From an optimization exercise on the open Yosys and OpenROAD flow, aimed at small area, a short achievable clock period and few clock cycles per item; shortcuts taken in it are not production practice.
RTL that was checked went through simulation tests only; none was proved equivalent to the original.
Power figures rest on the tool's default switching activity, not on a simulated workload.

Setup of v6:
==> flow/design.v <==
module mul_axil (
  input  logic        Clk,
  input  logic        arst_n,
  input  logic        s_awvalid,
  output logic        s_awready,
  input  logic [7:0]  s_awaddr,
  input  logic        s_wvalid,
  output logic        s_wready,
  input  logic [31:0] s_wdata,
  input  logic [3:0]  s_wstrb,
  output logic        s_bvalid,
  input  logic        s_bready,
  output logic [1:0]  s_bresp,
  input  logic        s_arvalid,
  output logic        s_arready,
  input  logic [7:0]  s_araddr,
  output logic        s_rvalid,
  input  logic        s_rready,
  output logic [31:0] s_rdata,
  output logic [1:0]  s_rresp
);
  logic        bvalid, rvalid;
  logic        bresp_err;
  logic [31:0] rdata;
  logic [15:0] opa, opb;
  logic wr_fire, rd_fire, ctrl_go;
  logic aw_a, aw_b, aw_c;
  assign wr_fire = s_awvalid & s_wvalid & ~bvalid;
  assign rd_fire = s_arvalid & ~rvalid;
  assign aw_a = (s_awaddr == 8'h00);
  assign aw_b = (s_awaddr == 8'h04);
  assign aw_c = (s_awaddr == 8'h08);
  assign ctrl_go = wr_fire & aw_c & s_wstrb[0] & s_wdata[0];
  always_ff @(posedge Clk or negedge arst_n) begin
    if (!arst_n) begin
      opa <= '0;
      opb <= '0;
    end else begin
      if (wr_fire & aw_a & s_wstrb[0]) opa[7:0]  <= s_wdata[7:0];
      if (wr_fire & aw_a & s_wstrb[1]) opa[15:8] <= s_wdata[15:8];
      if (wr_fire & aw_b & s_wstrb[0]) opb[7:0]  <= s_wdata[7:0];
      if (wr_fire & aw_b & s_wstrb[1]) opb[15:8] <= s_wdata[15:8];
    end
  end
  logic        busy;           
  logic        fin;            
  logic [1:0]  cnt;            
  logic [3:0]  dig;            
  logic [15:0] hs, hc;
  logic [3:0]  ps, pc;
  logic [19:0] hi;
  logic [11:0] lo;
  logic        done;
  logic        has;            
  function automatic logic [39:0] csa(input logic [19:0] x, input logic [19:0] y,
                                      input logic [19:0] z);
    logic [19:0] s, c;
    s = x ^ y ^ z;
    c = ((x & y) | (x & z) | (y & z)) << 1;
    csa = {s, c};
  endfunction
  logic [4:0]  pr;
  logic [19:0] r0, r1, r2, r3, r4, r5;
  logic [19:0] s1, c1, s2, c2, s3, c3, sn, cn;
  assign pr = {1'b0, ps} + {1'b0, pc};
  assign r0 = {4'h0, hs & {16{busy}}};
  assign r1 = {4'h0, hc & {16{busy}}};
  assign r2 = {4'h0, opb & {16{dig[0]}}};
  assign r3 = {3'h0, opb & {16{dig[1]}}, pr[4] & busy};
  assign r4 = {2'h0, opb & {16{dig[2]}}, 2'h0};
  assign r5 = {1'h0, opb & {16{dig[3]}}, 3'h0};
  assign {s1, c1} = csa(r0, r1, r2);
  assign {s2, c2} = csa(r3, r4, r5);
  assign {s3, c3} = csa(s1, c1, s2);
  assign {sn, cn} = csa(s3, c3, c2);
  always_ff @(posedge Clk) begin
    hs <= sn[19:4];
    hc <= cn[19:4];
    ps <= sn[3:0];
    pc <= cn[3:0];
  end
  always_ff @(posedge Clk) begin
    if (busy) begin
      lo <= {pr[3:0], lo[11:4]};
    end
    if (fin) begin
      hi <= {hs, ps} + {hc, pc};
    end
  end
  always_ff @(posedge Clk or negedge arst_n) begin
    if (!arst_n) begin
      cnt  <= '0;
      busy <= 1'b0;
      fin  <= 1'b0;
      done <= 1'b0;
      has  <= 1'b0;
    end else begin
      if (ctrl_go | busy) begin
        cnt <= cnt + 2'd1;
      end
      if (ctrl_go) begin
        busy <= 1'b1;
        has  <= 1'b1;
      end else if (cnt == 2'd3) begin
        busy <= 1'b0;
      end
      fin <= busy & (cnt == 2'd3);
      if (ctrl_go) begin
        done <= 1'b0;
      end else if (busy & (cnt == 2'd1)) begin
        done <= 1'b1;
      end
    end
  end
  always_ff @(posedge Clk) begin
    if (busy) begin
      case (cnt)
        2'd1:    dig <= opa[11:8];
        2'd2:    dig <= opa[15:12];
        default: dig <= opa[3:0];
      endcase
    end else begin
      dig <= ctrl_go ? opa[7:4] : opa[3:0];
    end
  end
  logic sel_a, sel_b, sel_p, st_done, rd_err;
  logic [7:0] ra;
  assign ra = s_araddr;
  always_ff @(posedge Clk or negedge arst_n) begin
    if (!arst_n) begin
      bvalid <= 1'b0;
      rvalid <= 1'b0;
    end else begin
      if (wr_fire)       bvalid <= 1'b1;
      else if (s_bready) bvalid <= 1'b0;
      if (rd_fire)       rvalid <= 1'b1;
      else if (s_rready) rvalid <= 1'b0;
    end
  end
  always_ff @(posedge Clk) begin
    if (!bvalid) bresp_err <= ~(aw_a | aw_b | aw_c);
    if (!rvalid) begin
      sel_a   <= (ra == 8'h00);
      sel_b   <= (ra == 8'h04);
      sel_p   <= (ra == 8'h10) & ~busy & has;
      st_done <= (ra == 8'h0C) & done;
      rd_err  <= ~((ra == 8'h00) | (ra == 8'h04) | (ra == 8'h08) | (ra == 8'h0C)
                   | (ra == 8'h10));
    end
  end
  assign rdata = ({32{sel_p}} & {hi, lo})
               | {16'h0, {16{sel_a}} & opa}
               | {16'h0, {16{sel_b}} & opb}
               | {31'h0, st_done};
  assign s_awready = ~bvalid;
  assign s_wready  = ~bvalid;
  assign s_bvalid  = bvalid;
  assign s_bresp   = {bresp_err, 1'b0};
  assign s_arready = ~rvalid;
  assign s_rvalid  = rvalid;
  assign s_rdata   = rdata;
  assign s_rresp   = {rd_err, 1'b0};
endmodule
Settings: LEC_CHECK=0, CAP_MARGIN=20, CORE_MARGIN=2, CORE_UTILIZATION=60, CTS_BUF_LIST=sky130_fd_sc_hd__clkbuf_4 sky130_fd_sc_hd__clkbuf_8, CTS_CLUSTER_SIZE=30, SETUP_SLACK_MARGIN=0.7, SLEW_MARGIN=20; clock period 3.2 ns.
standard.sh (not shown) runs the stock make flow with config.mk's settings and CLKGATE_MAP_FILE= SYNTH_SCRIPT=/design/flow/synth_recipe.tcl, a recipe that flattens the netlist after the stock synthesis.
==> flow/flow/run.sh <==
#!/bin/bash
# Standard layout, with plain buffers on the ports and resizing not tied to
# cell footprints. Each step's own log is also kept under orfs/logs/.
set -euo pipefail
bash standard.sh \
  "BUFFER_PORTS_ARGS=-buffer_cell sky130_fd_sc_hd__buf_2" \
  MATCH_CELL_FOOTPRINT=0 \
  finish > standard.log 2>&1
Testbench counts of v6, summed over its fixed seeds: cycles 5,120, items 512.
## Diff of input files: v7 against v6
-- flow/design.v --
<<< v6, line 52
  logic [11:0] lo;
  logic        done;
  logic        has;            
  function automatic logic [39:0] csa(input logic [19:0] x, input logic [19:0] y,
                                      input logic [19:0] z);
>>> v7, line 52
  logic [11:0] lo;
  logic        done;
  function automatic logic [39:0] csa(input logic [19:0] x, input logic [19:0] y,
                                      input logic [19:0] z);
<<< v6, line 80
    pc <= cn[3:0];
  end
  always_ff @(posedge Clk) begin
    if (busy) begin
      lo <= {pr[3:0], lo[11:4]};
    end
    if (fin) begin
      hi <= {hs, ps} + {hc, pc};
    end
  end
  always_ff @(posedge Clk or negedge arst_n) begin
    if (!arst_n) begin
      cnt  <= '0;
      busy <= 1'b0;
      fin  <= 1'b0;
      done <= 1'b0;
      has  <= 1'b0;
    end else begin
      if (ctrl_go | busy) begin
        cnt <= cnt + 2'd1;
>>> v7, line 79
    pc <= cn[3:0];
  end
  always_ff @(posedge Clk or negedge arst_n) begin
    if (!arst_n) begin
      hi   <= '0;
      lo   <= '0;
      cnt  <= '0;
      busy <= 1'b0;
      fin  <= 1'b0;
      done <= 1'b0;
    end else begin
      if (busy) begin
        lo  <= {pr[3:0], lo[11:4]};
      end
      if (fin) begin
        hi  <= {hs, ps} + {hc, pc};
      end
      if (ctrl_go | busy) begin
        cnt <= cnt + 2'd1;
<<< v6, line 101
      if (ctrl_go) begin
        busy <= 1'b1;
        has  <= 1'b1;
      end else if (cnt == 2'd3) begin
        busy <= 1'b0;
>>> v7, line 99
      if (ctrl_go) begin
        busy <= 1'b1;
      end else if (cnt == 2'd3) begin
        busy <= 1'b0;
<<< v6, line 143
      sel_a   <= (ra == 8'h00);
      sel_b   <= (ra == 8'h04);
      sel_p   <= (ra == 8'h10) & ~busy & has;
      st_done <= (ra == 8'h0C) & done;
      rd_err  <= ~((ra == 8'h00) | (ra == 8'h04) | (ra == 8'h08) | (ra == 8'h0C)
>>> v7, line 140
      sel_a   <= (ra == 8'h00);
      sel_b   <= (ra == 8'h04);
      sel_p   <= (ra == 8'h10) & ~busy;
      st_done <= (ra == 8'h0C) & done;
      rd_err  <= ~((ra == 8'h00) | (ra == 8'h04) | (ra == 8'h08) | (ra == 8'h0C)
## What came out
Higher final cell count goes to v7 over v6. Lower count of clock-buffer cells in the layout among v7 and v6: v7. Net load switching power ended up about 0.9% higher on v7 than on v6. Delta (v7 minus v6): post-synthesis adder-cell area fraction lower, final instance area higher.
Function not checked in v7: the RTL went through the layout flow alone.

## what the ideal ports hide
In the flow no input, the clock included, has a driving cell. The finished layouts below were timed again as built, in two steps.
Step 1 sets driving cells, clkbuf_16 on the clock port and buf_2 on the other inputs (assumed; they add their load-dependent delay and slew).
Step 2 moves the port delays by t, midway between the first and last clock arrival at a register: inputs arrive t later, outputs are due t later. That takes back most of the time a late clock gives input paths.
a / b / c = ideal ports / drivers / drivers and shift; a / b = the first two.
run	shift t [ns]	setup WS [ns]	slew at the worst register clock pin (ns)
v6	0.473	0.799 / 0.771 / 0.501	0.07 / 0.07
v7	0.467	0.776 / 0.776 / 0.563	0.08 / 0.08
After both steps setup and hold are still met in every run listed. For v6, which loses most, drivers alone change the setup slack by -0.028 ns; drivers and shift together by -0.298 ns.
